Context: an optimization exercise on an open-source flow, tuned for small area. The choices shown serve that exercise and are no tape-out recipe.
The RTL was checked by simulation tests, not by an equivalence proof against the original design.
Power figures rest on the tool's default switching activity, not on a simulated workload. The flow treats the clock pin as an ideal source, which a real chip does not have.

== run 1 ==
==> flow/design.v <==
package dme_pkg;
  typedef enum logic [1:0] {IDLE, ARMED, PAIR} state_e;
  localparam logic MODE_X = 1'b0;
  localparam logic MODE_Y = 1'b1;
  localparam int DEF_SPACING_X   = 12;
  localparam int DEF_SPACING_Y   = 36;
  localparam int DEF_SPACING_TOL = 1;
  localparam int DEF_TIMEOUT     = 4095;
endpackage
module dme_moving_average #(
  parameter int ADC_W    = 12,
  parameter int AVG_LOG2 = 7,
  parameter int EN_DIV   = 100
) (
  input  logic             clk,
  input  logic             reset,
  input  logic             en,
  input  logic [ADC_W-1:0] in,
  output logic [ADC_W-1:0] out
);
  localparam int DEPTH = 1 << AVG_LOG2;
  localparam int SUM_W = ADC_W + AVG_LOG2;
  logic [ADC_W-1:0] oldest;
  logic [SUM_W-1:0] sum_q, sum_d;
  logic [SUM_W:0]   c;
  generate
    if (ADC_W == 12 && AVG_LOG2 == 7 && EN_DIV == 100) begin : g_ring
      localparam int L = 1536;
      logic [L-1:0] ring_q;
      logic         run_q;   
      always_ff @(posedge clk)
        if (reset)   run_q <= 1'b0;
        else if (en) run_q <= 1'b1;
      for (genvar p = 0; p < L; p++) begin : g_pos
        if (p % 512 < 4) begin : g_wr
          always_ff @(posedge clk)
            ring_q[p] <= en ? in[(p / 512) * 4 + p % 512] : ring_q[(p + L - 1) % L];
        end else if (p % 96 == 48) begin : g_clr
          always_ff @(posedge clk) ring_q[p] <= ring_q[p - 1] & run_q;
        end else begin : g_sh
          always_ff @(posedge clk) ring_q[p] <= ring_q[p - 1];
        end
      end
      for (genvar b = 0; b < ADC_W; b++) begin : g_tap
        assign oldest[b] = ring_q[((b / 4) * 512 + b % 4 + 511) % L];
      end
    end else begin : g_shift
      logic [DEPTH-1:0][ADC_W-1:0] win_q;
      always_ff @(posedge clk)
        if (reset)   win_q <= '0;
        else if (en) win_q <= {win_q[DEPTH-2:0], in};
      assign oldest = win_q[DEPTH-1];
    end
  endgenerate
  logic [ADC_W:0] dd, dc;
  always_comb begin
    dc[0] = 1'b1;
    for (int i = 0; i < ADC_W; i++) begin
      dd[i]   = in[i] ^ ~oldest[i] ^ dc[i];
      dc[i+1] = (in[i] & ~oldest[i]) | (in[i] & dc[i]) | (~oldest[i] & dc[i]);
    end
    dd[ADC_W] = ~dc[ADC_W];    
    c[0] = 1'b0;
    for (int i = 0; i < SUM_W; i++) begin
      logic k;
      k = en & ((i <= ADC_W) ? dd[i] : dd[ADC_W]);
      sum_d[i] = sum_q[i] ^ k ^ c[i];
      c[i+1]   = (sum_q[i] & k) | (sum_q[i] & c[i]) | (k & c[i]);
    end
  end
  assign out = sum_q[SUM_W-1:AVG_LOG2];
  always_ff @(posedge clk) begin
    if (reset) sum_q <= '0;
    else        sum_q <= sum_d;
  end
endmodule
module dme_pulse_pair_receiver #(
  parameter int CLK_DIV     = 100,
  parameter int ADC_W       = 12,
  parameter int AVG_LOG2    = 7,
  parameter int SPACING_X   = dme_pkg::DEF_SPACING_X,
  parameter int SPACING_Y   = dme_pkg::DEF_SPACING_Y,
  parameter int SPACING_TOL = dme_pkg::DEF_SPACING_TOL,
  parameter int TIMEOUT     = dme_pkg::DEF_TIMEOUT,
  parameter int CNT_W       = 32
) (
  input  logic             clk,
  input  logic             reset,
  input  logic             start,
  input  logic             mode,
  input  logic [ADC_W-1:0] threshold,
  input  logic [ADC_W-1:0] adc_signal,
  output logic             busy,
  output logic [CNT_W-1:0] p1,
  output logic             valid,
  output logic             timeout,
  output logic [ADC_W-1:0] env
);
  localparam int DIV_W = (CLK_DIV > 1) ? $clog2(CLK_DIV) : 1;
  localparam int EL_W  = $clog2(TIMEOUT + 1);
  localparam int MAX_S = (SPACING_Y > SPACING_X) ? SPACING_Y : SPACING_X;
  localparam int D_W   = $clog2(MAX_S + SPACING_TOL + 3);
  localparam logic [D_W-1:0] LO_X  = D_W'(SPACING_X - SPACING_TOL);
  localparam logic [D_W-1:0] HI_X  = D_W'(SPACING_X + SPACING_TOL);
  localparam logic [D_W-1:0] LO_Y  = D_W'(SPACING_Y - SPACING_TOL);
  localparam logic [D_W-1:0] HI_Y  = D_W'(SPACING_Y + SPACING_TOL);
  localparam logic [D_W-1:0] OUT_X = D_W'(SPACING_X + SPACING_TOL + 1);
  localparam logic [D_W-1:0] OUT_Y = D_W'(SPACING_Y + SPACING_TOL + 1);
  localparam logic [EL_W-1:0] TMO = EL_W'(TIMEOUT);
  dme_pkg::state_e  state_q;
  logic [DIV_W-1:0] div_q, div_next;
  logic             se, hit, edge_ev, above_q, mode_q;
  logic [EL_W-1:0]  elapsed_q, elapsed_inc, t1, p1_q;
  logic [D_W-1:0]   t1l_q, d;
  logic [EL_W-D_W-1:0] t1h;
  logic             valid_q, timeout_q;
  logic             in_win, past_win, tmo_hit;
  dme_moving_average #(.ADC_W(ADC_W), .AVG_LOG2(AVG_LOG2), .EN_DIV(CLK_DIV)) u_avg (
    .clk   (clk),
    .reset (reset),
    .en    (se),
    .in    (adc_signal),
    .out   (env)
  );
  generate
    if (CLK_DIV == 100) begin : g_lfsr
      assign se       = (div_q == 7'b1001011);
      assign div_next = {div_q[5:0], ~(div_q[6] ^ div_q[5])};
    end else begin : g_cnt
      assign se       = (div_q == DIV_W'(CLK_DIV - 1));
      assign div_next = div_q + DIV_W'(1);
    end
  endgenerate
  logic [ADC_W:0]  hc;
  logic [EL_W:0]   ec, bc;
  always_comb begin
    hc[0] = 1'b1;
    for (int i = 0; i < ADC_W; i++)
      hc[i+1] = (env[i] & ~threshold[i]) | (env[i] & hc[i]) | (~threshold[i] & hc[i]);
    ec[0] = 1'b1;
    for (int i = 0; i < EL_W; i++) begin
      elapsed_inc[i] = elapsed_q[i] ^ ec[i];
      ec[i+1]        = elapsed_q[i] & ec[i];
    end
    bc[0] = 1'b0;
    for (int i = 0; i < D_W; i++) begin
      d[i]    = elapsed_q[i] ^ t1l_q[i] ^ bc[i];
      bc[i+1] = (~elapsed_q[i] & t1l_q[i]) | (~elapsed_q[i] & bc[i]) | (t1l_q[i] & bc[i]);
    end
    for (int i = D_W; i < EL_W; i++) begin
      t1h[i-D_W] = elapsed_q[i] ^ bc[i];
      bc[i+1]    = ~elapsed_q[i] & bc[i];
    end
    t1 = {t1h, t1l_q};
  end
  assign hit      = hc[ADC_W];
  assign edge_ev  = hit & ~above_q;
  assign in_win   = mode_q ? (d >= LO_Y && d <= HI_Y) : (d >= LO_X && d <= HI_X);
  assign past_win = mode_q ? (d == OUT_Y) : (d == OUT_X);
  assign tmo_hit  = (elapsed_q == TMO);
  assign busy    = (state_q != dme_pkg::IDLE);
  assign p1      = CNT_W'(p1_q);
  assign valid   = valid_q;
  assign timeout = timeout_q;
  always_ff @(posedge clk) begin
    if (reset) begin
      div_q   <= '0;
      above_q <= 1'b0;
    end else begin
      div_q <= se ? '0 : div_next;
      if (se) above_q <= hit;
    end
  end
  always_ff @(posedge clk)
    if (se && edge_ev) t1l_q <= elapsed_q[D_W-1:0];
  always_ff @(posedge clk)
    if (state_q == dme_pkg::IDLE) elapsed_q <= '0;
    else if (se)                  elapsed_q <= elapsed_inc;
  always_ff @(posedge clk)
    if (state_q == dme_pkg::IDLE && start) mode_q <= mode;
  always_ff @(posedge clk) begin
    if (reset) begin
      state_q   <= dme_pkg::IDLE;
      p1_q      <= '0;
      valid_q   <= 1'b0;
      timeout_q <= 1'b0;
    end else begin
      valid_q   <= 1'b0;
      timeout_q <= 1'b0;
      unique case (state_q)
        dme_pkg::IDLE: if (start) state_q <= dme_pkg::ARMED;
        dme_pkg::ARMED: if (se) begin
          if (tmo_hit) begin
            timeout_q <= 1'b1;
            state_q   <= dme_pkg::IDLE;
          end else if (edge_ev) begin
            state_q <= dme_pkg::PAIR;
          end
        end
        dme_pkg::PAIR: if (se) begin
          if (edge_ev && in_win) begin
            p1_q    <= t1;
            valid_q <= 1'b1;
            state_q <= dme_pkg::IDLE;
          end else if (tmo_hit) begin
            timeout_q <= 1'b1;
            state_q   <= dme_pkg::IDLE;
          end else if (!edge_ev && past_win) begin
            state_q <= dme_pkg::ARMED;
          end
        end
        default: state_q <= dme_pkg::IDLE;
      endcase
    end
  end
endmodule
==> flow/config.mk <==
export PLATFORM = sky130hd
export DESIGN_NAME = dme_pulse_pair_receiver
export DESIGN_NICKNAME = dme_pulse_pair_receiver
export VERILOG_FILES = /design/flow/design.v
export SDC_FILE = /design/flow/constraint.sdc
export NUM_CORES = 4
export LEC_CHECK = 0
export CAP_MARGIN = 20
export CORE_MARGIN = 2
export CORE_UTILIZATION = 70
export GPL_ROUTABILITY_DRIVEN = 0
export GPL_TIMING_DRIVEN = 0
export SLEW_MARGIN = 20
==> flow/constraint.sdc <==
create_clock -name core_clock -period 10.0 [get_ports {clk}]
set_input_delay 2.0000 -clock core_clock [delete_from_list [all_inputs] [get_ports {clk}]]
set_output_delay 2.0000 -clock core_clock [all_outputs]
set_load 0.01 [all_outputs]
standard.sh (not shown) runs the stock make flow with config.mk's settings and CLKGATE_MAP_FILE= SYNTH_SCRIPT=/design/flow/synth_recipe.tcl, a recipe that flattens the netlist after the stock synthesis.
==> flow/flow/run.sh <==
#!/bin/bash
# Own layout flow: the standard ORFS flow (standard.sh) with these changes:
#  - synthesis is synth_recipe.tcl unchanged except that its ABC call runs the
#    area-oriented script flow/area.abc (the registers are mapped before ABC,
#    so they come out the same as in the standard synthesis);
#  - port buffers are buf_1 (buffer_ports otherwise picks a 10 um2 delay buffer);
#  - clock tree synthesis clusters sinks in groups of up to 34 within 80 um and
#    adds no dummy loads;
#  - the outputs tied to 0 (p1[31:12]) share one tie cell.
# Each tool's full log stays under orfs/logs; make's output goes to standard.log.
set -euo pipefail
here=$(pwd)
{
  cat <<'TCL'
proc abc {args} {
  set i [lsearch -exact $args -script]
  if { $i >= 0 } {
    set args [lreplace $args $i [expr {$i + 1}] -script $::env(MY_ABC_SCRIPT)]
  }
  yosys abc {*}$args
}
TCL
  cat synth_recipe.tcl
} > own_synth.tcl
sed "s#SYNTH_SCRIPT=[^ ]*#SYNTH_SCRIPT=$here/own_synth.tcl#" standard.sh > own_standard.sh
export MY_ABC_SCRIPT="$here/flow/area.abc"
export BUFFER_PORTS_ARGS="-buffer_cell sky130_fd_sc_hd__buf_1"
export SKIP_REPAIR_TIE_FANOUT=1
export CTS_ARGS="-sink_clustering_enable -repair_clock_nets -dont_use_dummy_load -sink_clustering_size 34 -sink_clustering_max_diameter 80"
bash own_standard.sh finish > standard.log 2>&1
==> flow/flow/area.abc <==
strash
dc2
dch -f
map -a
amap
topo
#### Input delta (run 2 over run 1)
- removing GPL_TIMING_DRIVEN (formerly 0)
- changing CORE_UTILIZATION from 70 to 65
- removing GPL_ROUTABILITY_DRIVEN (formerly 0)
diff --git a/flow/flow/run.sh b/flow/flow/run.sh
--- a/flow/flow/run.sh
+++ b/flow/flow/run.sh
@@ -5,8 +5,5 @@
 #    so they come out the same as in the standard synthesis);
 #  - port buffers are buf_1 (buffer_ports otherwise picks a 10 um2 delay buffer);
-#  - clock tree synthesis clusters sinks in groups of up to 34 within 80 um and
-#    adds no dummy loads;
-#  - the outputs tied to 0 (p1[31:12]) share one tie cell.
-# Each tool's full log stays under orfs/logs; make's output goes to standard.log.
+#  - the outputs tied to 0 (p1[31:12]) share one tie cell;
 set -euo pipefail
 here=$(pwd)
@@ -27,4 +24,20 @@
 export BUFFER_PORTS_ARGS="-buffer_cell sky130_fd_sc_hd__buf_1"
 export SKIP_REPAIR_TIE_FANOUT=1
-export CTS_ARGS="-sink_clustering_enable -repair_clock_nets -dont_use_dummy_load -sink_clustering_size 34 -sink_clustering_max_diameter 80"
+cts_args() {
+  echo "-sink_clustering_enable -repair_clock_nets -dont_use_dummy_load -sink_clustering_size $1 -sink_clustering_max_diameter $2"
+}
+export CTS_ARGS="$(cts_args 36 80)"
 bash own_standard.sh finish > standard.log 2>&1
+
+export RES="$here/orfs/results/sky130hd/dme_pulse_pair_receiver/base"
+export PLATFORM_DIR="$FLOW_HOME/platforms/sky130hd"
+openroad -no_init -exit flow/clk_slew.tcl > clk_slew1.log 2>&1
+slew=$(awk '/^CLK_PIN_SLEW_PS/ {print $2}' clk_slew1.log)
+if [[ -z "$slew" ]] || awk -v s="$slew" 'BEGIN { exit !(s > 121) }'; then
+  mkdir -p attempt1
+  cp -r orfs/logs orfs/reports attempt1/
+  bash own_standard.sh clean_cts clean_route clean_finish > standard_clean.log 2>&1
+  export CTS_ARGS="$(cts_args 34 80)"
+  bash own_standard.sh finish > standard2.log 2>&1
+  openroad -no_init -exit flow/clk_slew.tcl > clk_slew2.log 2>&1
+fi
==> flow/flow/clk_slew.tcl (new file) <==
# Largest slew (ps) at a flip-flop clock pin of the finished layout, from ORFS's
# own extraction: the largest of early and late slews on either edge.
set p $::env(PLATFORM_DIR)
read_lef $p/lef/sky130_fd_sc_hd.tlef
read_lef $p/lef/sky130_fd_sc_hd_merged.lef
read_liberty $p/lib/sky130_fd_sc_hd__tt_025C_1v80.lib
read_db $::env(RES)/6_final.odb
read_sdc $::env(RES)/6_final.sdc
set_propagated_clock [all_clocks]
read_spef $::env(RES)/6_final.spef
set worst 0
foreach pin [all_registers -clock_pins -edge_triggered] {
  foreach edge {rise fall} {
    foreach an {min max} {
      set s [sta::time_ui_sta [get_property $pin slew_${an}_$edge]]
      if { $s > $worst } { set worst $s }
    }
  }
}
puts "CLK_PIN_SLEW_PS [expr {$worst * 1e12}]"
### Flow results
- Aggregate routed wire length (run 1 / run 2): 1.10
- On via count of the first global-routing pass: run 2 sits below run 1.
- On run 2: placement-stage cell area is about 0.5% lower than what run 1 gave.
- Any difference in number of standard cells in the final layout excluding fillers between run 2 and run 1 is small enough to ignore.
- Run 2 against run 1; average routed wire per standard cell is down by a little under 10%.
### run 2 -> run 3
==> flow/flow/run.sh <==
#!/bin/bash
# Own layout flow: the standard ORFS flow (standard.sh) with these changes:
#  - synthesis is synth_recipe.tcl unchanged except that its ABC call runs the
#    area-oriented script flow/area.abc (the registers are mapped before ABC,
#    so they come out the same as in the standard synthesis);
#  - port buffers are buf_1 (buffer_ports otherwise picks a 10 um2 delay buffer);
#  - clock tree synthesis clusters sinks in groups of up to 34 within 80 um and
#    adds no dummy loads;
#  - the outputs tied to 0 (p1[31:12]) share one tie cell.
# Each tool's full log stays under orfs/logs; make's output goes to standard.log.
set -euo pipefail
here=$(pwd)
{
  cat <<'TCL'
proc abc {args} {
  set i [lsearch -exact $args -script]
  if { $i >= 0 } {
    set args [lreplace $args $i [expr {$i + 1}] -script $::env(MY_ABC_SCRIPT)]
  }
  yosys abc {*}$args
}
TCL
  cat synth_recipe.tcl
} > own_synth.tcl
sed "s#SYNTH_SCRIPT=[^ ]*#SYNTH_SCRIPT=$here/own_synth.tcl#" standard.sh > own_standard.sh
export MY_ABC_SCRIPT="$here/flow/area.abc"
export BUFFER_PORTS_ARGS="-buffer_cell sky130_fd_sc_hd__buf_1"
export SKIP_REPAIR_TIE_FANOUT=1
export CTS_ARGS="-sink_clustering_enable -repair_clock_nets -dont_use_dummy_load -sink_clustering_size 34 -sink_clustering_max_diameter 80"
bash own_standard.sh finish > standard.log 2>&1
removed: flow/flow/clk_slew.tcl
## What came out
Looking at run 3 and run 2, the final hold violation count is a wash. Comparing run 2 against run 3, there is no change at all in number of diodes added for antenna fixing. Average cell area after synthesis essentially unchanged between run 3 and run 2. [compare] base=run 2 new=run 3: area occupied by registers was more or less identical, total power ~0 delta, worst-case setup margin in the final layout closely matched the old numbers.

==> afterwards: timing with drivers on the ports <==
The flow's constraints put no driver on any port. The routed layouts listed below were extracted and timed again, unchanged, in two steps. Step 1 sets driving cells, clkbuf_16 on the clock port and buf_2 on the other inputs (assumed; they add their load-dependent delay and slew). Step 2, shift: input delay + t, output delay - t, t = (earliest + latest rising clock arrival at the registers) / 2. This alone moves slack from input paths to output paths. Three values: no drivers, after step 1, after step 2; two values: the first two.
run	t (ns)	setup WS [ns]	hold slack, ns	clock arrival spread, ns
run 1	0.663	0.340 / 0.367 / -0.296	0.318 / 0.318 / 0.318	0.048 / 0.048
run 2	0.652	0.406 / 0.441 / -0.211	0.259 / 0.259 / 0.259	0.067 / 0.068
run 3	0.652	0.406 / 0.441 / -0.211	0.259 / 0.259 / 0.259	0.067 / 0.068
Met with ideal ports but missed after step 2: setup timing in every run listed. For run 1, which loses most, drivers alone change the setup slack by +0.027 ns; drivers and shift together by -0.636 ns.
